Background: an optimization exercise with open tools, aiming at small area, a short achievable clock period and few clock cycles per item. Do not read the settings as production practice. At most, simulation tests tie the RTL to the original design; equivalence was not proved. The RTL of runs 5 and 6 was laid out without a check of its function.

## design.v

```verilog
module rgb_to_hsv_pixel_top (
   input  logic        clock,
   input  logic        reset,
   input  logic        pix_valid,
   output logic        pix_ready,
   input  logic [7:0]  pix_red,
   input  logic [7:0]  pix_green,
   input  logic [7:0]  pix_blue,
   output logic        hsv_valid,
   input  logic        hsv_ready,
   output logic [14:0] hsv_hue,
   output logic [7:0]  hsv_saturation,
   output logic [7:0]  hsv_brightness,
   output logic        hsv_is_gray
);
   logic [0:0] rg_1;
   logic [0:0] rb_2;
   logic [0:0] gb_3;
   logic v1;
   logic [7:0] s1_r;
   logic [7:0] s1_g;
   logic [7:0] s1_b;
   logic [0:0] s1_rg;
   logic [0:0] s1_rb;
   logic [0:0] s1_gb;
   logic [0:0] isr_4;
   logic [0:0] isg_5;
   logic [1:0] sec_6;
   logic [7:0] mx_7;
   logic [7:0] md_8;
   logic [7:0] mn_9;
   logic [0:0] neg_10;
   logic [7:0] dl_11;
   logic [7:0] d_12;
   logic [11:0] d15_13;
   logic [7:0] hR_14;
   logic [3:0] hL_15;
   logic v2;
   logic [1:0] s2_sec;
   logic [7:0] s2_mx;
   logic [0:0] s2_neg;
   logic [7:0] s2_dl;
   logic [7:0] s2_hR;
   logic [3:0] s2_hL;
   logic [2:0] hL_16;
   logic [8:0] hT_17;
   logic [9:0] hD_18;
   logic [0:0] hge_19;
   logic [7:0] hR_20;
   logic [0:0] hQ_21;
   logic [1:0] hL_22;
   logic [8:0] hT_23;
   logic [9:0] hD_24;
   logic [0:0] hge_25;
   logic [7:0] hR_26;
   logic [1:0] hQ_27;
   logic v3;
   logic [1:0] s3_sec;
   logic [7:0] s3_mx;
   logic [0:0] s3_neg;
   logic [7:0] s3_dl;
   logic [7:0] s3_hR;
   logic [1:0] s3_hL;
   logic [1:0] s3_hQ;
   logic [0:0] hL_28;
   logic [8:0] hT_29;
   logic [9:0] hD_30;
   logic [0:0] hge_31;
   logic [7:0] hR_32;
   logic [2:0] hQ_33;
   logic [8:0] hT_34;
   logic [9:0] hD_35;
   logic [0:0] hge_36;
   logic [7:0] hR_37;
   logic [3:0] hQ_38;
   logic [0:0] sb_39;
   logic [7:0] sR_40;
   logic v4;
   logic [1:0] s4_sec;
   logic [7:0] s4_mx;
   logic [0:0] s4_neg;
   logic [7:0] s4_dl;
   logic [7:0] s4_hR;
   logic [3:0] s4_hQ;
   logic [0:0] s4_sb;
   logic [7:0] s4_sR;
   logic [8:0] hT_41;
   logic [9:0] hD_42;
   logic [0:0] hge_43;
   logic [7:0] hR_44;
   logic [4:0] hQ_45;
   logic [8:0] sT_46;
   logic [9:0] sD_47;
   logic [0:0] sge_48;
   logic [7:0] sR_49;
   logic [0:0] sQ_50;
   logic [0:0] sb_51;
   logic [8:0] hT_52;
   logic [9:0] hD_53;
   logic [0:0] hge_54;
   logic [7:0] hR_55;
   logic [5:0] hQ_56;
   logic [8:0] sT_57;
   logic [9:0] sD_58;
   logic [0:0] sge_59;
   logic [7:0] sR_60;
   logic [1:0] sQ_61;
   logic [0:0] sb_62;
   logic v5;
   logic [1:0] s5_sec;
   logic [7:0] s5_mx;
   logic [0:0] s5_neg;
   logic [7:0] s5_dl;
   logic [7:0] s5_hR;
   logic [5:0] s5_hQ;
   logic [0:0] s5_sb;
   logic [7:0] s5_sR;
   logic [1:0] s5_sQ;
   logic [8:0] hT_63;
   logic [9:0] hD_64;
   logic [0:0] hge_65;
   logic [7:0] hR_66;
   logic [6:0] hQ_67;
   logic [8:0] sT_68;
   logic [9:0] sD_69;
   logic [0:0] sge_70;
   logic [7:0] sR_71;
   logic [2:0] sQ_72;
   logic [0:0] sb_73;
   logic [8:0] hT_74;
   logic [9:0] hD_75;
   logic [0:0] hge_76;
   logic [7:0] hR_77;
   logic [7:0] hQ_78;
   logic [8:0] sT_79;
   logic [9:0] sD_80;
   logic [0:0] sge_81;
   logic [7:0] sR_82;
   logic [3:0] sQ_83;
   logic [0:0] sb_84;
   logic v6;
   logic [1:0] s6_sec;
   logic [7:0] s6_mx;
   logic [0:0] s6_neg;
   logic [7:0] s6_dl;
   logic [7:0] s6_hR;
   logic [7:0] s6_hQ;
   logic [0:0] s6_sb;
   logic [7:0] s6_sR;
   logic [3:0] s6_sQ;
   logic [8:0] hT_85;
   logic [9:0] hD_86;
   logic [0:0] hge_87;
   logic [7:0] hR_88;
   logic [8:0] hQ_89;
   logic [8:0] sT_90;
   logic [9:0] sD_91;
   logic [0:0] sge_92;
   logic [7:0] sR_93;
   logic [4:0] sQ_94;
   logic [0:0] sb_95;
   logic [8:0] hT_96;
   logic [9:0] hD_97;
   logic [0:0] hge_98;
   logic [7:0] hR_99;
   logic [9:0] hQ_100;
   logic [8:0] sT_101;
   logic [9:0] sD_102;
   logic [0:0] sge_103;
   logic [7:0] sR_104;
   logic [5:0] sQ_105;
   logic [0:0] sb_106;
   logic v7;
   logic [1:0] s7_sec;
   logic [7:0] s7_mx;
   logic [0:0] s7_neg;
   logic [7:0] s7_dl;
   logic [7:0] s7_hR;
   logic [9:0] s7_hQ;
   logic [0:0] s7_sb;
   logic [7:0] s7_sR;
   logic [5:0] s7_sQ;
   logic [8:0] hT_107;
   logic [9:0] hD_108;
   logic [0:0] hge_109;
   logic [7:0] hR_110;
   logic [10:0] hQ_111;
   logic [8:0] sT_112;
   logic [9:0] sD_113;
   logic [0:0] sge_114;
   logic [7:0] sR_115;
   logic [6:0] sQ_116;
   logic [0:0] sb_117;
   logic [8:0] hT_118;
   logic [9:0] hD_119;
   logic [0:0] hge_120;
   logic [7:0] hR_121;
   logic [11:0] hQ_122;
   logic [8:0] sT_123;
   logic [9:0] sD_124;
   logic [0:0] sge_125;
   logic [7:0] sR_126;
   logic [7:0] sQ_127;
   logic [0:0] gray_128;
   logic [5:0] bh_129;
   logic [5:0] hp_130;
   logic [5:0] hn_131;
   logic [5:0] hn1_132;
   logic [0:0] nz_133;
   logic [8:0] lo_134;
   logic [5:0] hi_135;
   logic [0:0] z_136;
   logic [14:0] hue_137;
   logic [7:0] sat_138;
   logic [31:0] res_139;
   logic en;
   logic o_valid;
   logic [31:0] o_res;
   assign rg_1 = pix_red >= pix_green;
   assign rb_2 = pix_red >= pix_blue;
   assign gb_3 = pix_green >= pix_blue;
   assign isr_4 = s1_rg & s1_rb;
   assign isg_5 = ~isr_4 & s1_gb;
   assign sec_6 = {~isr_4 & ~isg_5, isg_5};
   assign mx_7 = isr_4 ? s1_r : (isg_5 ? s1_g : s1_b);
   assign md_8 = isr_4 ? (s1_gb ? s1_g : s1_b) : (isg_5 ? (s1_rb ? s1_r : s1_b) : (s1_rg ? s1_r : s1_g));
   assign mn_9 = isr_4 ? (s1_gb ? s1_b : s1_g) : (isg_5 ? (s1_rb ? s1_b : s1_r) : (s1_rg ? s1_g : s1_r));
   assign neg_10 = isr_4 ? ~s1_gb : (isg_5 ? s1_rb : ~s1_rg);
   assign dl_11 = mx_7 - mn_9;
   assign d_12 = md_8 - mn_9;
   assign d15_13 = {d_12, 4'b0000} - {4'b0000, d_12};
   assign hR_14 = d15_13[11:4];
   assign hL_15 = d15_13[3:0];
   assign hL_16 = s2_hL[2:0];
   assign hT_17 = {s2_hR, s2_hL[3]};
   assign hD_18 = {1'b0, hT_17} - {2'b00, s2_dl};
   assign hge_19 = ~hD_18[9];
   assign hR_20 = hge_19 ? hD_18[7:0] : hT_17[7:0];
   assign hQ_21 = hge_19;
   assign hL_22 = hL_16[1:0];
   assign hT_23 = {hR_20, hL_16[2]};
   assign hD_24 = {1'b0, hT_23} - {2'b00, s2_dl};
   assign hge_25 = ~hD_24[9];
   assign hR_26 = hge_25 ? hD_24[7:0] : hT_23[7:0];
   assign hQ_27 = {hQ_21, hge_25};
   assign hL_28 = s3_hL[0:0];
   assign hT_29 = {s3_hR, s3_hL[1]};
   assign hD_30 = {1'b0, hT_29} - {2'b00, s3_dl};
   assign hge_31 = ~hD_30[9];
   assign hR_32 = hge_31 ? hD_30[7:0] : hT_29[7:0];
   assign hQ_33 = {s3_hQ, hge_31};
   assign hT_34 = {hR_32, hL_28[0]};
   assign hD_35 = {1'b0, hT_34} - {2'b00, s3_dl};
   assign hge_36 = ~hD_35[9];
   assign hR_37 = hge_36 ? hD_35[7:0] : hT_34[7:0];
   assign hQ_38 = {hQ_33, hge_36};
   assign sb_39 = (s3_dl[7] ^ (|s3_dl[6:0]));
   assign sR_40 = {~(s3_dl[7] ^ (|s3_dl[6:0])), ~(s3_dl[6] ^ (|s3_dl[5:0])), ~(s3_dl[5] ^ (|s3_dl[4:0])), ~(s3_dl[4] ^ (|s3_dl[3:0])), ~(s3_dl[3] ^ (|s3_dl[2:0])), ~(s3_dl[2] ^ (|s3_dl[1:0])), ~(s3_dl[1] ^ (|s3_dl[0:0])), ~s3_dl[0]};
   assign hT_41 = {s4_hR, 1'b0};
   assign hD_42 = {1'b0, hT_41} - {2'b00, s4_dl};
   assign hge_43 = ~hD_42[9];
   assign hR_44 = hge_43 ? hD_42[7:0] : hT_41[7:0];
   assign hQ_45 = {s4_hQ, hge_43};
   assign sT_46 = {s4_sR, s4_sb};
   assign sD_47 = {1'b0, sT_46} - {2'b00, s4_mx};
   assign sge_48 = ~sD_47[9];
   assign sR_49 = sge_48 ? sD_47[7:0] : sT_46[7:0];
   assign sQ_50 = sge_48;
   assign sb_51 = (s4_dl[6] ^ (|s4_dl[5:0]));
   assign hT_52 = {hR_44, 1'b0};
   assign hD_53 = {1'b0, hT_52} - {2'b00, s4_dl};
   assign hge_54 = ~hD_53[9];
   assign hR_55 = hge_54 ? hD_53[7:0] : hT_52[7:0];
   assign hQ_56 = {hQ_45, hge_54};
   assign sT_57 = {sR_49, sb_51};
   assign sD_58 = {1'b0, sT_57} - {2'b00, s4_mx};
   assign sge_59 = ~sD_58[9];
   assign sR_60 = sge_59 ? sD_58[7:0] : sT_57[7:0];
   assign sQ_61 = {sQ_50, sge_59};
   assign sb_62 = (s4_dl[5] ^ (|s4_dl[4:0]));
   assign hT_63 = {s5_hR, 1'b0};
   assign hD_64 = {1'b0, hT_63} - {2'b00, s5_dl};
   assign hge_65 = ~hD_64[9];
   assign hR_66 = hge_65 ? hD_64[7:0] : hT_63[7:0];
   assign hQ_67 = {s5_hQ, hge_65};
   assign sT_68 = {s5_sR, s5_sb};
   assign sD_69 = {1'b0, sT_68} - {2'b00, s5_mx};
   assign sge_70 = ~sD_69[9];
   assign sR_71 = sge_70 ? sD_69[7:0] : sT_68[7:0];
   assign sQ_72 = {s5_sQ, sge_70};
   assign sb_73 = (s5_dl[4] ^ (|s5_dl[3:0]));
   assign hT_74 = {hR_66, 1'b0};
   assign hD_75 = {1'b0, hT_74} - {2'b00, s5_dl};
   assign hge_76 = ~hD_75[9];
   assign hR_77 = hge_76 ? hD_75[7:0] : hT_74[7:0];
   assign hQ_78 = {hQ_67, hge_76};
   assign sT_79 = {sR_71, sb_73};
   assign sD_80 = {1'b0, sT_79} - {2'b00, s5_mx};
   assign sge_81 = ~sD_80[9];
   assign sR_82 = sge_81 ? sD_80[7:0] : sT_79[7:0];
   assign sQ_83 = {sQ_72, sge_81};
   assign sb_84 = (s5_dl[3] ^ (|s5_dl[2:0]));
   assign hT_85 = {s6_hR, 1'b0};
   assign hD_86 = {1'b0, hT_85} - {2'b00, s6_dl};
   assign hge_87 = ~hD_86[9];
   assign hR_88 = hge_87 ? hD_86[7:0] : hT_85[7:0];
   assign hQ_89 = {s6_hQ, hge_87};
   assign sT_90 = {s6_sR, s6_sb};
   assign sD_91 = {1'b0, sT_90} - {2'b00, s6_mx};
   assign sge_92 = ~sD_91[9];
   assign sR_93 = sge_92 ? sD_91[7:0] : sT_90[7:0];
   assign sQ_94 = {s6_sQ, sge_92};
   assign sb_95 = (s6_dl[2] ^ (|s6_dl[1:0]));
   assign hT_96 = {hR_88, 1'b0};
   assign hD_97 = {1'b0, hT_96} - {2'b00, s6_dl};
   assign hge_98 = ~hD_97[9];
   assign hR_99 = hge_98 ? hD_97[7:0] : hT_96[7:0];
   assign hQ_100 = {hQ_89, hge_98};
   assign sT_101 = {sR_93, sb_95};
   assign sD_102 = {1'b0, sT_101} - {2'b00, s6_mx};
   assign sge_103 = ~sD_102[9];
   assign sR_104 = sge_103 ? sD_102[7:0] : sT_101[7:0];
   assign sQ_105 = {sQ_94, sge_103};
   assign sb_106 = (s6_dl[1] ^ (|s6_dl[0:0]));
   assign hT_107 = {s7_hR, 1'b0};
   assign hD_108 = {1'b0, hT_107} - {2'b00, s7_dl};
   assign hge_109 = ~hD_108[9];
   assign hR_110 = hge_109 ? hD_108[7:0] : hT_107[7:0];
   assign hQ_111 = {s7_hQ, hge_109};
   assign sT_112 = {s7_sR, s7_sb};
   assign sD_113 = {1'b0, sT_112} - {2'b00, s7_mx};
   assign sge_114 = ~sD_113[9];
   assign sR_115 = sge_114 ? sD_113[7:0] : sT_112[7:0];
   assign sQ_116 = {s7_sQ, sge_114};
   assign sb_117 = s7_dl[0];
   assign hT_118 = {hR_110, 1'b0};
   assign hD_119 = {1'b0, hT_118} - {2'b00, s7_dl};
   assign hge_120 = ~hD_119[9];
   assign hR_121 = hge_120 ? hD_119[7:0] : hT_118[7:0];
   assign hQ_122 = {hQ_111, hge_120};
   assign sT_123 = {sR_115, sb_117};
   assign sD_124 = {1'b0, sT_123} - {2'b00, s7_mx};
   assign sge_125 = ~sD_124[9];
   assign sR_126 = sge_125 ? sD_124[7:0] : sT_123[7:0];
   assign sQ_127 = {sQ_116, sge_125};
   assign gray_128 = ~|s7_dl;
   assign bh_129 = (s7_sec == 2'd1) ? 6'd15 : (s7_sec == 2'd2) ? 6'd30 : (s7_neg ? 6'd45 : 6'd0);
   assign hp_130 = bh_129 + {3'b000, hQ_122[11:9]};
   assign hn_131 = bh_129 - {3'b000, hQ_122[11:9]};
   assign hn1_132 = bh_129 - {3'b000, hQ_122[11:9]} - 6'd1;
   assign nz_133 = |hQ_122[8:0];
   assign lo_134 = {hQ_122[8] ^ (s7_neg & (|hQ_122[7:0])), hQ_122[7] ^ (s7_neg & (|hQ_122[6:0])), hQ_122[6] ^ (s7_neg & (|hQ_122[5:0])), hQ_122[5] ^ (s7_neg & (|hQ_122[4:0])), hQ_122[4] ^ (s7_neg & (|hQ_122[3:0])), hQ_122[3] ^ (s7_neg & (|hQ_122[2:0])), hQ_122[2] ^ (s7_neg & (|hQ_122[1:0])), hQ_122[1] ^ (s7_neg & (|hQ_122[0:0])), hQ_122[0]};
   assign hi_135 = s7_neg ? (nz_133 ? hn1_132 : hn_131) : hp_130;
   assign z_136 = gray_128 | (((s7_sec == 2'd0) & s7_neg) & ~nz_133 & ~|hQ_122[11:9]);
   assign hue_137 = z_136 ? 15'd0 : {hi_135, lo_134};
   assign sat_138 = gray_128 ? 8'd0 : sQ_127;
   assign res_139 = {hue_137, sat_138, s7_mx, gray_128};
   always_ff @(posedge clock) begin
      if (reset) v1 <= 1'b0;
      else if (en) v1 <= pix_valid;
   end
   always_ff @(posedge clock) begin
      if (en) begin
         s1_r <= pix_red;
         s1_g <= pix_green;
         s1_b <= pix_blue;
         s1_rg <= rg_1;
         s1_rb <= rb_2;
         s1_gb <= gb_3;
      end
   end
   always_ff @(posedge clock) begin
      if (reset) v2 <= 1'b0;
      else if (en) v2 <= v1;
   end
   always_ff @(posedge clock) begin
      if (en) begin
         s2_sec <= sec_6;
         s2_mx <= mx_7;
         s2_neg <= neg_10;
         s2_dl <= dl_11;
         s2_hR <= hR_14;
         s2_hL <= hL_15;
      end
   end
   always_ff @(posedge clock) begin
      if (reset) v3 <= 1'b0;
      else if (en) v3 <= v2;
   end
   always_ff @(posedge clock) begin
      if (en) begin
         s3_sec <= s2_sec;
         s3_mx <= s2_mx;
         s3_neg <= s2_neg;
         s3_dl <= s2_dl;
         s3_hR <= hR_26;
         s3_hL <= hL_22;
         s3_hQ <= hQ_27;
      end
   end
   always_ff @(posedge clock) begin
      if (reset) v4 <= 1'b0;
      else if (en) v4 <= v3;
   end
   always_ff @(posedge clock) begin
      if (en) begin
         s4_sec <= s3_sec;
         s4_mx <= s3_mx;
         s4_neg <= s3_neg;
         s4_dl <= s3_dl;
         s4_hR <= hR_37;
         s4_hQ <= hQ_38;
         s4_sb <= sb_39;
         s4_sR <= sR_40;
      end
   end
   always_ff @(posedge clock) begin
      if (reset) v5 <= 1'b0;
      else if (en) v5 <= v4;
   end
   always_ff @(posedge clock) begin
      if (en) begin
         s5_sec <= s4_sec;
         s5_mx <= s4_mx;
         s5_neg <= s4_neg;
         s5_dl <= s4_dl;
         s5_hR <= hR_55;
         s5_hQ <= hQ_56;
         s5_sb <= sb_62;
         s5_sR <= sR_60;
         s5_sQ <= sQ_61;
      end
   end
   always_ff @(posedge clock) begin
      if (reset) v6 <= 1'b0;
      else if (en) v6 <= v5;
   end
   always_ff @(posedge clock) begin
      if (en) begin
         s6_sec <= s5_sec;
         s6_mx <= s5_mx;
         s6_neg <= s5_neg;
         s6_dl <= s5_dl;
         s6_hR <= hR_77;
         s6_hQ <= hQ_78;
         s6_sb <= sb_84;
         s6_sR <= sR_82;
         s6_sQ <= sQ_83;
      end
   end
   always_ff @(posedge clock) begin
      if (reset) v7 <= 1'b0;
      else if (en) v7 <= v6;
   end
   always_ff @(posedge clock) begin
      if (en) begin
         s7_sec <= s6_sec;
         s7_mx <= s6_mx;
         s7_neg <= s6_neg;
         s7_dl <= s6_dl;
         s7_hR <= hR_99;
         s7_hQ <= hQ_100;
         s7_sb <= sb_106;
         s7_sR <= sR_104;
         s7_sQ <= sQ_105;
      end
   end
   assign en = ~o_valid | hsv_ready;
   always_ff @(posedge clock) begin
      if (reset) o_valid <= 1'b0;
      else if (en) o_valid <= v7;
   end
   always_ff @(posedge clock) begin
      if (en) o_res <= res_139;
   end
   assign pix_ready      = en;
   assign hsv_valid      = o_valid;
   assign hsv_hue        = o_res[31:17];
   assign hsv_saturation = o_res[16:9];
   assign hsv_brightness = o_res[8:1];
   assign hsv_is_gray    = o_res[0];
endmodule
```

## run.sh

```bash
#!/bin/bash
# synth_recipe.tcl (not shown) runs the flow's synth.tcl, then flattens the netlist and writes it again
# the make line also repeats each setting of config.mk as NAME=value (left out here)
make -C /OpenROAD-flow-scripts/flow DESIGN_CONFIG=/design/flow/config.mk WORK_HOME=/design/flow/orfs CLKGATE_MAP_FILE= SYNTH_SCRIPT=/design/flow/synth_recipe.tcl finish
```

## config.mk

```make
export PLATFORM = sky130hd
export DESIGN_NAME = rgb_to_hsv_pixel_top
export DESIGN_NICKNAME = rgb_to_hsv_pixel_top
export VERILOG_FILES = /design/flow/design.v
export SDC_FILE = /design/flow/constraint.sdc
export NUM_CORES = 4
export LEC_CHECK = 0
export ABC_CLOCK_PERIOD_IN_PS = 3500
export CAP_MARGIN = 20
export CORE_MARGIN = 2
export CORE_UTILIZATION = 40
export CTS_CLUSTER_DIAMETER = 80
export CTS_CLUSTER_SIZE = 24
export SETUP_SLACK_MARGIN = 4.5
export SLEW_MARGIN = 20
export TNS_END_PERCENT = 10
```

## constraint.sdc

```tcl
create_clock -name core_clock -period 8.5 [get_ports {clock}]
set_input_delay 1.7000 -clock core_clock [delete_from_list [all_inputs] [get_ports {clock}]]
set_output_delay 1.7000 -clock core_clock [all_outputs]
set_load 0.01 [all_outputs]
```

==> impl_metrics.json, run 1 <==
{
  "dp.cells": 2519,
  "fin_crit_sh": 0.471,
  "coreArea_mm2": 0.0499,
  "max_slew.worst_pin.slew_ps": 970,
  "syn-cell-area_mm2": 0.0201,
  "max_freq_mhz": 250,
  "die_h_um": 228,
  "wl_mm": 41.2,
  "cpMostUsedCell": "buf_6",
  "chipWidth_um": 228,
  "cts.clk_slew.worst_paths_ps": 90,
  "grt_pass1_vias": 13800,
  "grt_max_degree": 80,
  "setup_viol": 0,
  "tritoncts": "built",
  "reg2reg_slack_ps": 4540,
  "yosysUniqueCellTypes": 71,
  "synth_warnings": 1,
  "hp-class": "register to register",
  "final_cells": 2645,
  "num-nets-final": 2215,
  "syn2layout_area_growth_pct": 17.1,
  "finalSetupTns_ps": 0,
  "grt.overflow.total": 0,
  "fillers": 4608,
  "synth_seq_cells": 313,
  "ys.flop_type": "edfxtp_1",
  "final_cell_mix": "305 x edfxtp_1, 192 x ha_1, 159 x inv_1",
  "grtUsageTotal": 0.153,
  "largest_reg_flops": 32,
  "antenna_found_initial": 0,
  "slowest_stage": "nor2b_4",
  "crit_chain": "buf_6 > nor2b_4 > clkinv_16 > buf_6",
  "path_depth": 4,
  "cp-end-kind": "output port",
  "diodes": 0,
  "postLayoutCoreUtil": 0.472,
  "drive_gt1_frac": 0.168,
  "clock_latency_ps": 550,
  "regMostFlops": "o_res",
  "gp_congestion": 0.846,
  "max_stage_delay_ps": 260,
  "worstRegToRegCells": 18,
  "critical-path-top-delay-family": "buffers and inverters",
  "cts_buffers": 21,
  "cts_buffer_depth": 3,
  "critPathCapture": "pix_ready",
  "dr.pass1.iters": 5,
  "cp.arrival_ps": 2300,
  "outcome": "finished clean",
  "place_hpwl_mm": 29.2,
  "slew_viol_final": 0,
  "initial_utilization": 0.403,
  "relSlewSlack": 0.354,
  "pre_cts_slack_ps": 3160,
  "drc": 0,
  "post-route-min-period_ps": 4000,
  "worst-path-buf-inv": 3,
  "required_ps": 6800,
  "wire_per_inst_um": 15.6,
  "grt_pass1_wl_mm": 66.2,
  "synthCells": 1811,
  "reg.largest.list": "o_res x32, s7_hQ x10",
  "htree_levels": 1,
  "synth-edff-count": 305,
  "drtIter0Drc": 578,
  "setup_slack_ps": 4500,
  "timing.rr.start": "s1_gb",
  "r2r-end": "s2_hR[6]",
  "crit_type": "input pin to output port",
  "io_buffers": 61,
  "clock-root-buffer": "clkbuf_16",
  "grt_setup_unrepaired": "true",
  "fp.dieArea_mm2": 0.0520,
  "ys_seq_area_frac": 0.464,
  "cp-startpoint": "hsv_ready",
  "finalHoldViolCount": 0,
  "crit_fanout": 2,
  "startpoint_type": "input pin",
  "maxCapViolations": 0,
  "mostFrequentLayoutCell": "edfxtp_1",
  "syn_area_per_cell_um2": 11.1,
  "ant_nets": 0,
  "num_vias": 13700,
  "vias_per_cell": 5.17,
  "num_io_pins": 62,
  "async_flop_share": 0,
  "skew_ps": 14.8,
  "cts_sinks": 313,
  "rows": 82,
  "synth_fp_nets": 2068
}
final cells by class:
cell class	instances	area (µm²)	area share
multi-input cells	1293	10500	0.448
clock buffers	24	537	0.0228
clock inverters	14	158	0.00670
well taps	672	841	0.0358
flip-flops and latches	313	9320	0.396
repair buffers	151	1360	0.0579
inverters	175	709	0.0302
repair inverters	3	48.8	0.00207
synth_stat cells, types with 7 or more instances:
| master | instances | share of area |
|---|---|---|
| edfxtp_1 | 305 | 0.46 |
| ha_1 | 210 | 0.13 |
| inv_1 | 172 | 0.032 |
| nor2_1 | 143 | 0.027 |
| a21oi_1 | 139 | 0.035 |
| o21ai_0 | 97 | 0.024 |
| nand2_1 | 77 | 0.014 |
| xnor2_1 | 76 | 0.033 |
| mux2_2 | 70 | 0.039 |
| o21a_1 | 43 | 0.016 |
| xor2_1 | 39 | 0.017 |
| nor3_1 | 38 | 0.0095 |
| nor2b_1 | 37 | 0.012 |
| mux2i_1 | 33 | 0.016 |
| a21o_1 | 32 | 0.012 |
| nand2b_1 | 27 | 0.0084 |
| a211oi_1 | 20 | 0.0075 |
| fa_1 | 19 | 0.019 |
| and2_1 | 18 | 0.0056 |
| clkbuf_1 | 17 | 0.0032 |
| o31ai_1 | 16 | 0.0060 |
| nand3_1 | 15 | 0.0037 |
| o21bai_1 | 13 | 0.0049 |
| o22ai_1 | 12 | 0.0037 |
| o31a_1 | 11 | 0.0048 |
| or3_1 | 11 | 0.0034 |
| dfxtp_1 | 8 | 0.0080 |
| or2_2 | 8 | 0.0025 |
| mux2_4 | 7 | 0.0052 |
| nor4_1 | 7 | 0.0022 |
through the flow:
| stage | hold WS [ps] | instance area [µm²] |
|---|---|---|
| after floorplan | 400 | 20200 |
| after global placement | 400 | 21500 |
| after detailed placement | 405 | 21500 |
| after CTS | 416 | 22700 |
| after global routing | 419 | 23500 |
| final | 418 | 23500 |
worst min-delay path by stage:
stage / start / end / slack (ps) / cells past startpoint
floorplan: s2_hL[0] / s3_hL[0] / 400 / 0
global placement: s3_mx[3] / s4_mx[3] / 400 / 0
detailed placement: s2_mx[0] / s3_mx[0] / 400 / 0
CTS: s2_hL[1] / s3_hL[1] / 420 / 0
global route: s2_hL[1] / s3_hL[1] / 420 / 0
finish: s2_hL[1] / s3_hL[1] / 420 / 0
per-layer routing:
layer,global-route usage,up-vias,wire length (µm)
li1,-,6886,-
met1,0.170,6541,17100
met2,0.295,175,21500
met3,0.0185,82,979
met4,0.0578,0,1650
met5,0,-,0
worst reg2reg max path: stages, from the launching register on:
cell and delay, ps:
edfxtp_1 430, buf_12 180, buf_4 170, mux2i_2 190, nand2_1 90, o31ai_1 110, a21oi_4 130, ha_4 190
or2_4 230, o221a_4 250, o31a_1 320, a21oi_2 170, inv_2 80, ha_4 230, o21a_1 190, o21ai_2 210
inv_2 80, a2111oi_4 360, xnor2_1 110
cell families after synthesis:
group	count (synthesis)	synth area share
buffers and inverters	205	0.0401
AO/OA/AOI/OAI	433	0.138
adder cells (fa/ha/maj)	229	0.150
AND/OR/NAND/NOR	406	0.0975
multiplexers	110	0.0609
flip-flops	313	0.464
XOR/XNOR	115	0.0501
repair_timing:
item / in CTS / in global routing
pin swaps: 10 / 45
gates resized for setup: 75 / 88
hold endpoints to repair: 0 / 0
buffers inserted: 35 / 49
endpoints found under the setup margin: 171 / 81
hold buffers: 0 / 0
gates cloned: 4 / 0
Testbench counts, summed over its fixed seeds: cycles 16,064, items 16,000.
==> inputs of run 2 (changes only) <==
--- a/config.mk
+++ b/config.mk
@@ -6,5 +6,5 @@
 export NUM_CORES = 4
 export LEC_CHECK = 0
-export ABC_CLOCK_PERIOD_IN_PS = 3500
+export ABC_AREA = 1
 export CAP_MARGIN = 20
 export CORE_MARGIN = 2
==> run 2 against run 1 <==
Effect of this change:
- still clean
- flip-flop and latch count did not move
- die area is 2.5% higher
- utilization shrank 1.9 points
- routed wire length is 4.8% higher
- worst setup slack gained 41 ps
- global-route usage grew 1.1 points
- critical endpoint unchanged
- largest cell class unchanged
==> impl_metrics.json, run 2 <==
{
  "drtIter0Drc": 843,
  "fin_crit_sh": 0.466,
  "grt.overflow.total": 0,
  "clock_latency_ps": 570,
  "antenna_found_initial": 0,
  "num-nets-final": 2583,
  "num_io_pins": 62,
  "place_hpwl_mm": 32.0,
  "rows": 83,
  "wl_mm": 43.1,
  "post-route-min-period_ps": 3960,
  "synth_seq_cells": 313,
  "grt_setup_unrepaired": "true",
  "max_freq_mhz": 252,
  "fillers": 4894,
  "cts.clk_slew.worst_paths_ps": 90,
  "syn2layout_area_growth_pct": 12.5,
  "diodes": 0,
  "reg2reg_slack_ps": 4700,
  "regMostFlops": "o_res",
  "skew_ps": 24.3,
  "tritoncts": "built",
  "synth_area_leaders": "edfxtp_1 44%, ha_1 13%, nand2_1 9.2%",
  "chipWidth_um": 231,
  "cts_buffer_depth": 3,
  "drc": 0,
  "cts_buffers": 22,
  "maxCapViolations": 0,
  "final_cell_mix": "499 x nand2_1, 305 x edfxtp_1, 299 x inv_1",
  "crit_fanout": 2,
  "fp.dieArea_mm2": 0.0533,
  "hold_buffers": 0,
  "yosysUniqueCellTypes": 58,
  "yosys.cell_count.top_type": "nand2_1",
  "grtUsageTotal": 0.164,
  "finalHoldViolCount": 0,
  "final_cells": 3020,
  "max_stage_delay_ps": 140,
  "synthCells": 2236,
  "synth_warnings": 1,
  "stdcell_area_mm2": 0.0232,
  "drive_gt1_frac": 0.0769,
  "grt_pass1_vias": 15300,
  "die_h_um": 231,
  "dp.cells": 2950,
  "grt_max_degree": 149,
  "max_slew.worst_pin.slew_ps": 885,
  "dpl_cell_area_mm2": 0.0219,
  "async_flop_share": 0,
  "mostFrequentLayoutCell": "nand2_1",
  "outcome": "finished clean",
  "grt_pass1_wl_mm": 72.3,
  "finalSetupTns_ps": 0,
  "htree_levels": 1,
  "cts_sinks": 313,
  "syn-cell-area_mm2": 0.0206,
  "reg.largest.list": "o_res x32, s7_hQ x10",
  "ys_seq_area_frac": 0.453,
  "startpoint_type": "input pin",
  "slowest_stage": "buf_12",
  "syn_area_per_cell_um2": 9.21,
  "wire_per_inst_um": 14.3,
  "crit_chain": "buf_2 > nor2_4 > buf_12 > clkinv_16 > buf_6",
  "dr.pass1.iters": 5,
  "coreArea_mm2": 0.0511,
  "crit_type": "input pin to output port",
  "relSlewSlack": 0.410,
  "cp-end-kind": "output port",
  "hp-class": "register to register",
  "clock-root-buffer": "clkbuf_16",
  "cp.arrival_ps": 2260,
  "synth-edff-count": 305,
  "synth_top_area_frac": 0.445,
  "num_vias": 15000,
  "synth_top_area_cell": "edfxtp_1",
  "gp_congestion": 0.885,
  "synth_fp_nets": 2494,
  "ys.flop_type": "edfxtp_1",
  "postLayoutCoreUtil": 0.453,
  "io_buffers": 61,
  "vias_per_cell": 4.98,
  "ant_nets": 0,
  "setup_viol": 0,
  "largest_reg_flops": 32,
  "initial_utilization": 0.403,
  "synth_common_cells": "504 x nand2_1, 305 x edfxtp_1, 301 x inv_1",
  "slew_viol_final": 0,
  "required_ps": 6800
}
run 2: cell types whose count changed in the layout (fill, tap and decap cells not counted), sizes merged, moves of 29 or more:
cell,delta
nand2,+437
inv,+141
mux2,-76
a21oi,+75
nand3,+75
buf,-60
o21ai,+44
o21a,-41
nor2b,-37
mux2i,-33
xor2,+29
run 2: repair_timing:
item                       in CTS  in global routing
pin swaps                       2                  5
gates cloned                    3                  1
resized for setup              13                 37
setup endpoints to repair       9                 51
setup buffers                  12                 15
run 2: metrics by stage:
| step | hold slack [ps] | setup slack, ps |
|---|---|---|
| CTS | 411 | 4450 |
| detailed placement | 405 | 3310 |
| finish | 406 | 4540 |
| floorplan | 400 | 4210 |
| global placement | 401 | 3340 |
| global route | 433 | 4360 |
run 2: final timing paths:
check | cells past startpoint | end | from
setup / recovery | 5 | pix_ready | hsv_ready
hold / removal | 0 | s5_sec[0] | s4_sec[0]
setup reg to reg | 19 | s2_hR[7] | s1_rg
hold reg to reg | 0 | s5_sec[0] | s4_sec[0]
run 2: cells by family (layout without fill, tap and decap cells):
group,after synthesis,count (layout),synth area share
buf+inv,345,449,0.0660
flops,313,313,0.453
xor+xnor,121,121,0.0522
compound gates,414,414,0.111
simple gates,812,812,0.170
fa+ha+maj,230,230,0.147
mux,1,1,0.000547
run 2: layout make-up:
type / instances / area [µm²] / share of cell area
timing repair inverter: 4 / 56.3 / 0.00243
timing repair buffer: 90 / 857 / 0.0370
inverter: 316 / 1230 / 0.0533
sequential: 313 / 9320 / 0.403
clock buffer: 22 / 551 / 0.0238
multi-input combinational: 1578 / 10100 / 0.435
clock inverter: 17 / 216 / 0.00935
tap: 680 / 851 / 0.0368
run 2: worst max-delay path, delay by kind of cell:
family | cells | cell delay (ps)
buffers and inverters | 4 | 440
AND/OR/NAND/NOR | 1 | 120
run 2: per-layer routing:
layer | vias up | part of all wire | track usage
met3 | 82 | 0.030 | 0.0199
met5 | - | 0 | 0
met4 | 0 | 0.035 | 0.0575
li1 | 7789 | - | -
met1 | 6937 | 0.43 | 0.190
met2 | 233 | 0.51 | 0.309
==> inputs of run 3 (changes only) <==
--- a/config.mk
+++ b/config.mk
@@ -10,7 +10,7 @@
 export CORE_MARGIN = 2
 export CORE_UTILIZATION = 40
-export CTS_CLUSTER_DIAMETER = 80
-export CTS_CLUSTER_SIZE = 24
-export SETUP_SLACK_MARGIN = 4.5
+export CTS_CLUSTER_DIAMETER = 100
+export CTS_CLUSTER_SIZE = 32
+export SETUP_SLACK_MARGIN = 4.6
 export SLEW_MARGIN = 20
 export TNS_END_PERCENT = 10
==> run 3 against run 2 <==
Effect of this change:
- critical path depth did not move
- synthesized cell count did not move
- sequential share of layout area rose by 0.16 points
- global-route usage fell by 0.052 points
- maximum frequency rose by 0.25%
- via count rose by 0.31%
- clock-buffer cell count fell by 5
- register-to-register slack barely moved
- critical endpoint unchanged
- highest routed layer unchanged
==> impl_metrics.json, run 3 <==
{
  "outcome": "finished clean",
  "worstRegToRegCells": 16,
  "grt.overflow.total": 0,
  "drtIter0Drc": 895,
  "wire_per_inst_um": 14.4,
  "syn-cell-area_mm2": 0.0206,
  "syn_area_per_cell_um2": 9.21,
  "reg2reg_slack_ps": 4700,
  "initial_utilization": 0.403,
  "relSlewSlack": 0.417,
  "cts_buffers": 16,
  "synth_fp_nets": 2494,
  "grt_max_degree": 149,
  "htree_levels": 1,
  "required_ps": 6800,
  "timing.rr.start": "s1_rb",
  "drc": 0,
  "slew_viol_final": 0,
  "grt_pass1_vias": 15200,
  "dpl_cell_area_mm2": 0.0219,
  "cts.clk_slew.worst_paths_ps": 110,
  "synthCells": 2236,
  "critPathCapture": "pix_ready",
  "mostFrequentLayoutCell": "nand2_1",
  "wl_mm": 43.4,
  "regMostFlops": "o_res",
  "startpoint_type": "input pin",
  "synth-edff-count": 305,
  "syn2layout_area_growth_pct": 12.0,
  "slowest_stage": "buf_12",
  "grtUsageTotal": 0.163,
  "synth_top_area_frac": 0.445,
  "cpMostUsedCell": "buf_6",
  "die_h_um": 231,
  "synth_seq_cells": 313,
  "post-route-min-period_ps": 3950,
  "drive_gt1_frac": 0.0755,
  "num-nets-final": 2582,
  "io_buffers": 61,
  "crit_chain": "buf_6 > nor2_4 > buf_12 > clkinv_16 > buf_6",
  "yosys.cell_count.top_type": "nand2_1",
  "tritoncts": "built",
  "clock_latency_ps": 540,
  "synth_common_cells": "504 x nand2_1, 305 x edfxtp_1, 301 x inv_1",
  "max_stage_delay_ps": 140,
  "grt_setup_unrepaired": "true",
  "fin_crit_sh": 0.465,
  "crit_fanout": 3,
  "crit_type": "input pin to output port",
  "synth_warnings": 1,
  "max_slew.worst_pin.slew_ps": 874,
  "antenna_found_initial": 0,
  "cp-startpoint": "hsv_ready",
  "reg.largest.list": "o_res x32, s7_hQ x10",
  "clock-root-buffer": "clkbuf_16",
  "yosysUniqueCellTypes": 58,
  "async_flop_share": 0,
  "vias_per_cell": 5.01,
  "fp.dieArea_mm2": 0.0533,
  "ys.flop_type": "edfxtp_1",
  "synth_top_area_cell": "edfxtp_1",
  "cp-end-kind": "output port",
  "chipWidth_um": 231,
  "dr.pass1.iters": 8,
  "r2r-end": "s2_hR[6]",
  "fillers": 4904,
  "max_freq_mhz": 253,
  "setup_viol": 0,
  "ant_nets": 0,
  "cts_sinks": 313,
  "diodes": 0,
  "ys_seq_area_frac": 0.453,
  "rows": 83,
  "finalHoldViolCount": 0,
  "cts_buffer_depth": 3,
  "largest_reg_flops": 32,
  "maxCapViolations": 0,
  "stdcell_area_mm2": 0.0231,
  "skew_ps": 31.0,
  "coreArea_mm2": 0.0511,
  "synth_area_leaders": "edfxtp_1 44%, ha_1 13%, nand2_1 9.2%",
  "finalSetupTns_ps": 0,
  "grt_pass1_wl_mm": 72.3,
  "hp-class": "register to register",
  "num_vias": 15100,
  "place_hpwl_mm": 32.0,
  "final_cell_mix": "498 x nand2_1, 305 x edfxtp_1, 298 x inv_1",
  "gp_congestion": 0.885,
  "num_io_pins": 62,
  "cp.arrival_ps": 2250
}
-- run 3: area by class of cell --
cell class / instances / area [µm²] / share of cell area
repair inverters: 4 / 56.3 / 0.00244
clock buffers: 17 / 425 / 0.0184
clock inverters: 9 / 151 / 0.00657
well taps: 680 / 851 / 0.0369
multi-input cells: 1580 / 10100 / 0.438
flip-flops and latches: 313 / 9320 / 0.404
repair buffers: 93 / 910 / 0.0394
inverters: 316 / 1240 / 0.0537
-- run 3: cell families after synthesis --
family,share of synthesized area
flops,0.453
buf+inv,0.0660
compound gates,0.111
mux,0.000547
xor+xnor,0.0522
simple gates,0.170
fa+ha+maj,0.147
-- run 3: worst min path at each step --
stage / start / end / slack, ps / depth (start not counted)
2_1_floorplan: s2_hL[0] / s3_hL[0] / 400 / 0
5_1_grt: s5_neg / s6_neg / 430 / 0
4_1_cts: s5_neg / s6_neg / 410 / 0
3_3_place_gp: s2_neg / s3_neg / 400 / 0
3_5_place_dp: s2_hL[0] / s3_hL[0] / 400 / 0
6_report: s4_hQ[1] / s5_hQ[3] / 420 / 0
-- run 3: stage by stage --
| step | utilization | setup WS (ps) | hold slack (ps) | instances |
|---|---|---|---|---|
| 2_1_floorplan | - | 4210 | 400 | 2236 |
| 3_3_place_gp | 0.429 | 3340 | 401 | 2950 |
| 3_5_place_dp | 0.429 | 3310 | 405 | 2950 |
| 4_1_cts | 0.446 | 4550 | 412 | 2996 |
| 5_1_grt | 0.451 | 4490 | 433 | 3012 |
| 6_report | 0.451 | 4550 | 417 | 3012 |
-- run 3: layer usage --
metal  up-vias  track usage  wire (µm)
li1       7776            -          -
met1      6998        0.194      18800
met2       244        0.308      22100
met3        69       0.0172       1200
met4         0       0.0498       1280
met5         -            0          0
-- run 3: what timing repair did --
item,4_1_cts,5_1_grt
pin swaps,3,10
endpoints found under the hold margin,0,0
buffers inserted,15,15
cloned,5,1
hold buffers,0,0
resized for setup,26,38
endpoints found under the setup margin,81,66
-- run 3: worst max-delay path, delay by kind of cell --
kind / cells / cell delay, ps
buffers and inverters: 4 / 420
and+or+nand+nor: 1 / 120
==> inputs of run 4 (changes only) <==
==> config.mk (replaced) <==
export PLATFORM = sky130hd
export DESIGN_NAME = rgb_to_hsv_pixel_top
export DESIGN_NICKNAME = rgb_to_hsv_pixel_top
export VERILOG_FILES = /design/flow/design.v
export SDC_FILE = /design/flow/constraint.sdc
export NUM_CORES = 4
export LEC_CHECK = 0
export ABC_AREA = 1
export CAP_MARGIN = 5
export CORE_MARGIN = 2
export CORE_UTILIZATION = 40
export CTS_CLUSTER_DIAMETER = 80
export CTS_CLUSTER_SIZE = 24
export SETUP_SLACK_MARGIN = 4.5
export SLEW_MARGIN = 5
export TNS_END_PERCENT = 5
==> run 4 against run 3 <==
Effect of this change:
- still clean on timing, DRC and antenna
- global-route usage is 0.052 points higher
- die area stayed put
- clock skew fell by 6.7 ps
- first-iteration DRC count decreased by 5.8%
- worst hold slack got worse by 11 ps
- final cell count increased by 0.27%
- final area rose by 0.39%
- sequential share of layout area shrank 0.16 points
- clock-buffer cell count up 5
- flip-flop and latch count did not move
==> impl_metrics.json, run 4 <==
{
  "outcome": "finished clean",
  "max_freq_mhz": 252,
  "synth_seq_cells": 313,
  "cts_buffer_depth": 3,
  "num_io_pins": 62,
  "hp-class": "register to register",
  "yosysUniqueCellTypes": 58,
  "timing.rr.start": "s1_rg",
  "gp_congestion": 0.885,
  "chipWidth_um": 231,
  "worstRegToRegCells": 19,
  "grt_pass1_vias": 15300,
  "crit_fanout": 2,
  "post-route-min-period_ps": 3960,
  "yosys.cell_count.top_type": "nand2_1",
  "dr.pass1.iters": 5,
  "antenna_found_initial": 0,
  "synth_warnings": 1,
  "grt_max_degree": 149,
  "ant_nets": 0,
  "hold_depth": 0,
  "highest_layer": "met4",
  "drt-met1-wl_mm": 18.4,
  "coreArea_mm2": 0.0511,
  "finalHoldViolCount": 0,
  "synth_simple_gate_area_frac": 0.170,
  "multi_input_area_mm2": 0.0101,
  "clock_latency_ps": 570,
  "fin_crit_sh": 0.466,
  "reg.largest.list": "o_res x32, s7_hQ x10",
  "required_ps": 6800,
  "diodes": 0,
  "grt_setup_unrepaired": "true",
  "maxCapViolations": 0,
  "setup_viol": 0,
  "hold_start": "s4_sec[0]",
  "rows": 83,
  "wire_per_inst_um": 14.3,
  "r2r-end": "s2_hR[7]",
  "final_cell_mix": "499 x nand2_1, 305 x edfxtp_1, 299 x inv_1",
  "mostFrequentLayoutCell": "nand2_1",
  "num-nets-final": 2583,
  "num_vias": 15000,
  "postLayoutCoreUtil": 0.453,
  "ys_seq_area_frac": 0.453,
  "cts.clk_slew.worst_paths_ps": 90,
  "fp.dieArea_mm2": 0.0533,
  "synth_xor_area_frac": 0.0522,
  "cp.arrival_ps": 2260,
  "synth_top_family_by_area": "simple AND/OR/NAND/NOR gates",
  "synth_top_area_cell": "edfxtp_1",
  "stdcell_area_mm2": 0.0232,
  "met2_wirelength_mm": 22.0,
  "cp-end-kind": "output port",
  "reg2reg_slack_ps": 4700,
  "synth_mux_area_frac": 0.000547,
  "async_flop_share": 0,
  "cts_sinks": 313,
  "synth_fp_nets": 2494,
  "grt.overflow.total": 0,
  "synth_top_area_frac": 0.445,
  "io_buffers": 61,
  "relSlewSlack": 0.410,
  "synth_area_leaders": "edfxtp_1 44%, ha_1 13%, nand2_1 9.2%",
  "max_slew.worst_pin.slew_ps": 885,
  "synthAdderAreaFrac": 0.147,
  "tritoncts": "built",
  "synthCells": 2236,
  "ys.flop_type": "edfxtp_1",
  "syn_area_per_cell_um2": 9.21,
  "syn2layout_area_growth_pct": 12.5,
  "vias_per_cell": 4.98,
  "route.met3.wl_mm": 1.29,
  "finalSetupTns_ps": 0,
  "die_h_um": 231,
  "grt_pass1_wl_mm": 72.3,
  "synth-edff-count": 305,
  "synth_common_cells": "504 x nand2_1, 305 x edfxtp_1, 301 x inv_1",
  "regMostFlops": "o_res",
  "synth-compound-area-share": 0.111,
  "largest_reg_flops": 32,
  "drtIter0Drc": 843,
  "syn-cell-area_mm2": 0.0206,
  "dpl_cell_area_mm2": 0.0219,
  "drive_gt1_frac": 0.0769,
  "fillers": 4894,
  "clock-root-buffer": "clkbuf_16",
  "ff_latch_area_mm2": 0.00932,
  "grtUsageTotal": 0.164,
  "initial_utilization": 0.403,
  "place_hpwl_mm": 32.0,
  "slew_viol_final": 0,
  "wl_mm": 43.1,
  "startpoint_type": "input pin",
  "drc": 0,
  "holdPathEnd": "s5_sec[0]",
  "skew_ps": 24.3,
  "htree_levels": 1,
  "cts_buffers": 22,
  "crit_type": "input pin to output port"
}
run 4: cell counts after synthesis:
Identical to the previous run, type by type.
run 4: cells by family (layout without fill, tap and decap cells):
kind of cell,Yosys count,after routing
flops,313,313
xor+xnor,121,121
simple gates,812,812
compound gates,414,414
fa+ha+maj,230,230
buf+inv,345,449
mux,1,1
run 4: stage by stage:
| step | cells | setup slack, ps | hold slack [ps] |
|---|---|---|---|
| 6_report | 3020 | 4540 | 406 |
| 5_1_grt | 3020 | 4360 | 433 |
| 4_1_cts | 3004 | 4450 | 411 |
| 3_5_place_dp | 2950 | 3310 | 405 |
| 3_3_place_gp | 2950 | 3340 | 401 |
| 2_1_floorplan | 2236 | 4210 | 400 |
run 4: repair_timing:
item                       in CTS  in global routing
buffers inserted               12                 15
gates resized for setup        13                 37
hold buffers                    0                  0
hold endpoints to repair        0                  0
setup endpoints to repair       9                 51
pin swaps                       2                  5
gates cloned                    3                  1
run 4: worst max-delay path: stages:
cell	delay, ps
buf_2	110
nor2_4	120
buf_12	140
clkinv_16	70
buf_6	120
run 4: final cells by class:
type                       instances  area share
clock inverter                    17     0.00935
multi-input combinational       1578       0.435
sequential                       313       0.403
tap                              680      0.0368
timing repair buffer              90      0.0370
timing repair inverter             4     0.00243
inverter                         316      0.0533
clock buffer                      22      0.0238
run 4: routing by layer:
layer | vias up | track usage
met5 | - | 0
met4 | 0 | 0.0575
met3 | 82 | 0.0199
met2 | 233 | 0.309
met1 | 6937 | 0.190
li1 | 7789 | -
run 4: worst max-delay path by stage:
stage                     startpoint         to  slack [ps]  cells past startpoint
after global routing           s1_gb   s2_hR[7]        4360                     20
after detailed placement   hsv_ready  pix_ready        3310                      4
after CTS                      s1_rb   s2_hR[7]        4450                     19
final                      hsv_ready  pix_ready        4540                      5
after global placement     hsv_ready  pix_ready        3340                      4
after floorplan            hsv_ready  pix_ready        4210                      2
==> inputs of run 5 (changes only) <==
--- a/design.v
+++ b/design.v
@@ -471,8 +471,8 @@
       else if (en) o_valid <= v7;
    end
+   assign pix_ready = en;
    always_ff @(posedge clock) begin
       if (en) o_res <= res_139;
    end
-   assign pix_ready      = en;
    assign hsv_valid      = o_valid;
    assign hsv_hue        = o_res[31:17];
--- a/config.mk
+++ b/config.mk
@@ -7,10 +7,10 @@
 export LEC_CHECK = 0
 export ABC_AREA = 1
-export CAP_MARGIN = 5
+export CAP_MARGIN = 20
 export CORE_MARGIN = 2
 export CORE_UTILIZATION = 40
 export CTS_CLUSTER_DIAMETER = 80
 export CTS_CLUSTER_SIZE = 24
-export SETUP_SLACK_MARGIN = 4.5
-export SLEW_MARGIN = 5
-export TNS_END_PERCENT = 5
+export SETUP_SLACK_MARGIN = 4.75
+export SLEW_MARGIN = 20
+export TNS_END_PERCENT = 10
==> run 5 against run 4 <==
Effect of this change:
- area after synthesis unchanged
- routed wire length up 1.9%
- global-route usage up 0.13 points
- maximum frequency up 1.1%
- sequential share of layout area down 0.44 points
- via count up 0.68%
- critical path type unchanged
- worst hold slack about the same
- final area up 1.1%
==> impl_metrics.json, run 5 <==
{
  "fillers": 4876,
  "max_slew.worst_pin.slew_ps": 864,
  "crit_type": "input pin to output port",
  "cts_buffer_depth": 3,
  "reg.largest.list": "o_res x32, s7_hQ x10",
  "grt_pass1_wl_mm": 72.8,
  "yosys.cell_count.top_type": "nand2_1",
  "rows": 83,
  "num-nets-final": 2600,
  "synth_top_area_frac": 0.445,
  "cts.clk_slew.worst_paths_ps": 90,
  "tritoncts": "built",
  "skew_ps": 23.0,
  "clock_latency_ps": 570,
  "holdWs_ps": 407,
  "cts_sinks": 313,
  "synth-edff-count": 305,
  "initial_utilization": 0.403,
  "yosysUniqueCellTypes": 58,
  "postLayoutCoreUtil": 0.458,
  "syn2layout_area_growth_pct": 13.7,
  "relSlewSlack": 0.417,
  "ant_nets": 0,
  "slew_viol_final": 0,
  "wl_mm": 44.0,
  "outcome": "finished clean",
  "crit_fanout": 2,
  "clock-root-buffer": "clkbuf_16",
  "synth_warnings": 1,
  "wire_per_inst_um": 14.5,
  "vias_per_cell": 4.99,
  "grtUsageTotal": 0.165,
  "grt_max_degree": 149,
  "dr.pass1.iters": 5,
  "synth_area_leaders": "edfxtp_1 44%, ha_1 13%, nand2_1 9.2%",
  "gp_congestion": 0.885,
  "ys_seq_area_frac": 0.453,
  "grt_use_met3": 0.0226,
  "synth_seq_cells": 313,
  "startpoint_type": "input pin",
  "fin_crit_sh": 0.461,
  "top_usage_layer": "met2",
  "grt_pass1_vias": 15400,
  "synth_top_area_cell": "edfxtp_1",
  "maxCapViolations": 0,
  "coreArea_mm2": 0.0511,
  "grt.overflow.total": 0,
  "ys.flop_type": "edfxtp_1",
  "synth_fp_nets": 2494,
  "hp-class": "register to register",
  "met2_usage": 0.307,
  "io_buffers": 61,
  "post-route-min-period_ps": 3920,
  "synthCells": 2236,
  "setup_viol": 0,
  "required_ps": 6800,
  "num_vias": 15100,
  "antenna_found_initial": 1,
  "max_freq_mhz": 255,
  "diodes": 0,
  "htree_levels": 1,
  "finalSetupTns_ps": 0,
  "drc": 0,
  "cp-end-kind": "output port",
  "finalHoldViolCount": 0,
  "final_cell_mix": "496 x nand2_1, 305 x edfxtp_1, 294 x inv_1",
  "cp.arrival_ps": 2220,
  "synth_common_cells": "504 x nand2_1, 305 x edfxtp_1, 301 x inv_1",
  "syn-cell-area_mm2": 0.0206,
  "grt_setup_unrepaired": "true",
  "die_h_um": 231,
  "regMostFlops": "o_res",
  "syn_area_per_cell_um2": 9.21,
  "largest_reg_flops": 32,
  "mostFrequentLayoutCell": "nand2_1",
  "num_io_pins": 62,
  "chipWidth_um": 231,
  "cts_buffers": 22,
  "drtIter0Drc": 954,
  "fp.dieArea_mm2": 0.0533,
  "drive_gt1_frac": 0.0916,
  "place_hpwl_mm": 32.0,
  "async_flop_share": 0,
  "grt_use_met1": 0.189
}
run 5: worst paths after layout:
kind	start	to	slack [ps]	cells past startpoint
worst min register to register	s4_sec[0]	s5_sec[0]	410	0
worst min-delay path	s4_sec[0]	s5_sec[0]	410	0
worst max-delay path	hsv_ready	pix_ready	4580	5
worst max register to register	s1_rg	s2_hR[7]	4780	21
run 5: area by class of cell:
class | instances | area (µm²) | area share
clock buffers | 22 | 551 | 0.0235
clock inverters | 17 | 216 | 0.00925
inverters | 316 | 1240 | 0.0530
multi-input cells | 1583 | 10200 | 0.436
flip-flops and latches | 313 | 9320 | 0.398
well taps | 680 | 851 | 0.0363
repair buffers | 102 | 970 | 0.0414
repair inverters | 4 | 56.3 | 0.00241
run 5: worst max-delay path, cell delays in order:
cell       delay (ps)
buf_6              90
nor2_4             90
buf_12            140
clkinv_16          70
buf_6             120
run 5: stage by stage:
step                instance area (µm²)  setup slack [ps]  instances
floorplan                         20600              4210       2236
finish                            23400              4580       3037
CTS                               23100              4560       3022
global placement                  21900              3340       2950
global route                      23400              4550       3037
detailed placement                21900              3310       2950
run 5: logic make-up (layout without fill, tap and decap cells):
family | count (synthesis) | after routing | share of synthesized area
and+or+nand+nor | 812 | 817 | 0.170
AOI/OAI and AO/OA | 414 | 414 | 0.111
xor gates and xnor gates | 121 | 121 | 0.0522
adders and majority gates | 230 | 230 | 0.147
DFF | 313 | 313 | 0.453
muxes | 1 | 1 | 0.000547
buffers and inverters | 345 | 461 | 0.0660
run 5: per-layer routing:
metal,vias up,share of wire
met3,96,0.031
li1,7834,-
met5,-,0.00030
met1,6963,0.42
met4,2,0.043
met2,248,0.50
run 5: what timing repair did:
action                                  in CTS  in global routing
gates resized for setup                     40                 49
hold buffers                                 0                  0
pin swaps                                    9                 10
endpoints found under the setup margin     107                 91
gates cloned                                 5                  4
setup buffers                               28                 11
==> inputs of run 6 (changes only) <==
--- a/config.mk
+++ b/config.mk
@@ -12,5 +12,5 @@
 export CTS_CLUSTER_DIAMETER = 80
 export CTS_CLUSTER_SIZE = 24
-export SETUP_SLACK_MARGIN = 4.75
+export SETUP_SLACK_MARGIN = 4.3
 export SLEW_MARGIN = 20
 export TNS_END_PERCENT = 10
==> run 6 against run 5 <==
Effect of this change:
- final cell count is 0.72% lower
- worst hold slack better by 2.5 ps
- global-route usage shrank 0.34 points
==> impl_metrics.json, run 6 <==
{
  "outcome": "finished clean",
  "ys.flop_type": "edfxtp_1",
  "grt_max_degree": 149,
  "antenna_found_initial": 0,
  "skew_ps": 20.7,
  "drc": 0,
  "num_vias": 15000,
  "synth_fp_nets": 2494,
  "dr.pass1.iters": 5,
  "wire_per_inst_um": 14.1,
  "num-nets-final": 2578,
  "synth_area_leaders": "edfxtp_1 44%, ha_1 13%, nand2_1 9.2%",
  "ant_nets": 0,
  "chipWidth_um": 231,
  "mostFrequentLayoutCell": "nand2_1",
  "ys_seq_area_frac": 0.453,
  "cp-end-kind": "output port",
  "synthCells": 2236,
  "reg2reg_slack_ps": 4550,
  "syn_area_per_cell_um2": 9.21,
  "multi_input_area_mm2": 0.00997,
  "vias_per_cell": 4.96,
  "synth_common_cells": "504 x nand2_1, 305 x edfxtp_1, 301 x inv_1",
  "yosys.cell_count.top_type": "nand2_1",
  "finalSetupTns_ps": 0,
  "htree_levels": 1,
  "initial_utilization": 0.403,
  "regMostFlops": "o_res",
  "num_io_pins": 62,
  "grtUsageTotal": 0.162,
  "hold_depth": 0,
  "hp-class": "register to register",
  "synth_top_area_frac": 0.445,
  "cp.arrival_ps": 2510,
  "stdcell_area_mm2": 0.0230,
  "drtIter0Drc": 931,
  "wl_mm": 42.6,
  "fillers": 4905,
  "setup_viol": 0,
  "grt_pass1_vias": 15200,
  "yosysUniqueCellTypes": 58,
  "io_buffers": 61,
  "fp.dieArea_mm2": 0.0533,
  "hold_buffers": 0,
  "diodes": 0,
  "gp_congestion": 0.885,
  "post-route-min-period_ps": 4210,
  "cts.clk_slew.worst_paths_ps": 90,
  "crit_type": "input pin to output port",
  "drive_gt1_frac": 0.0668,
  "synth_seq_cells": 313,
  "max_freq_mhz": 238,
  "synth_top_area_cell": "edfxtp_1",
  "worstRegToRegCells": 22,
  "grt_pass1_wl_mm": 71.6,
  "synth_warnings": 1,
  "required_ps": 6800,
  "synth-edff-count": 305,
  "tritoncts": "built",
  "async_flop_share": 0,
  "grt_setup_unrepaired": "true",
  "maxCapViolations": 0,
  "dpl_cell_area_mm2": 0.0219,
  "max_slew.worst_pin.slew_ps": 869,
  "ff_latch_area_mm2": 0.00932,
  "startpoint_type": "input pin",
  "die_h_um": 231,
  "place_hpwl_mm": 32.0,
  "relSlewSlack": 0.421,
  "crit_fanout": 24,
  "cts_buffer_depth": 3,
  "largest_reg_flops": 32,
  "grt.overflow.total": 0,
  "finalHoldViolCount": 0,
  "final_cell_mix": "503 x nand2_1, 305 x edfxtp_1, 300 x inv_1",
  "cts_buffers": 22,
  "syn-cell-area_mm2": 0.0206,
  "rows": 83,
  "slew_viol_final": 0,
  "reg.largest.list": "o_res x32, s7_hQ x10",
  "syn2layout_area_growth_pct": 11.7,
  "coreArea_mm2": 0.0511,
  "fin_crit_sh": 0.495,
  "cts_sinks": 313,
  "clock-root-buffer": "clkbuf_16",
  "clock_latency_ps": 560
}
[run 6: cell counts after synthesis]
Identical to the previous run, type by type.
[run 6: kinds of logic after synthesis]
group / share of synthesized area
XOR/XNOR: 0.0522
buffers and inverters: 0.0660
adder cells (fa/ha/maj): 0.147
AO/OA/AOI/OAI: 0.111
flip-flops: 0.453
multiplexers: 0.000547
AND/OR/NAND/NOR: 0.170
[run 6: critical path, cell delays in order]
cell,delay (ps)
dlygate4sd2_1,260
nor2_4,130
buf_12,140
clkinv_16,90
buf_6,150
[run 6: final cells by class]
cell class                      instances  area share
Multi-Input combinational cell       1578       0.434
Clock buffer                           22      0.0239
Timing Repair Buffer                   86      0.0358
Inverter                              316      0.0534
Clock inverter                         17     0.00941
Tap cell                              680      0.0370
Sequential cell                       313       0.405
Timing Repair inverter                  3     0.00174
[run 6: worst paths after layout]
path | startpoint | to
setup / recovery | hsv_ready | pix_ready
setup reg to reg | s1_rg | s2_hR[7]
hold / removal | s4_sec[0] | s5_sec[0]
hold reg to reg | s4_sec[0] | s5_sec[0]
[run 6: timing repair]
action	in CTS	in global routing
gates cloned	2	1
resized for setup	7	17
hold endpoints to repair	0	0
endpoints found under the setup margin	9	27
setup buffers	9	14
pin swaps	1	5
[run 6: stage by stage]
step	cells	utilization	hold slack, ps	setup WS, ps
3_3_place_gp	2950	0.429	401	3340
6_report	3015	0.450	409	4290
5_1_grt	3015	0.450	433	4250
4_1_cts	3000	0.447	411	4120
3_5_place_dp	2950	0.429	405	3310
2_1_floorplan	2236	-	400	4210
[run 6: per-layer routing]
layer  routed length (µm)  GRT usage  up-vias
li1                     -          -     7772
met1                18200      0.188     6894
met2                21800      0.305      212
met3                 1140     0.0179       77
met4                 1460     0.0593        0
met5                    0          0        -

-- port drivers added, routing unchanged --
The results above use ideal ports. As a check the final layouts listed here were re-extracted and re-timed, cells and wires unchanged.
Step 1 (the two cells are an assumption about what drives the block):
set clk [get_ports {clock}]
set_driving_cell -lib_cell sky130_fd_sc_hd__clkbuf_16 $clk
set_driving_cell -lib_cell sky130_fd_sc_hd__buf_2 [delete_from_list [all_inputs] $clk]
Step 2 adds t to the input delays and takes it off the output delays; t is the mean of the earliest and latest rising clock arrival at the registers after step 1. Input paths then give back, and output paths get back, about the clock's delay inside the block.
a / b / c = ideal / step 1 / step 2; a / b = the first two.
| run | t, ns | setup slack, ns | hold slack, ns |
|---|---|---|---|
| run 1 | 0.593 | 4.496 / 4.464 / 4.236 | 0.418 / 0.418 / 0.418 |
| run 2 | 0.609 | 4.537 / 4.517 / 4.305 | 0.406 / 0.406 / 0.406 |
| run 3 | 0.579 | 4.547 / 4.516 / 4.516 | 0.417 / 0.417 / 0.417 |
| run 4 | 0.609 | 4.537 / 4.517 / 4.305 | 0.406 / 0.406 / 0.406 |
| run 5 | 0.611 | 4.578 / 4.548 / 4.335 | 0.407 / 0.407 / 0.407 |
| run 6 | 0.608 | 4.293 / 4.275 / 4.275 | 0.409 / 0.409 / 0.409 |
After both steps setup and hold are still met in every run listed. The setup slack of run 1, which loses most, moves by -0.032 ns with the drivers and by -0.260 ns with both steps.
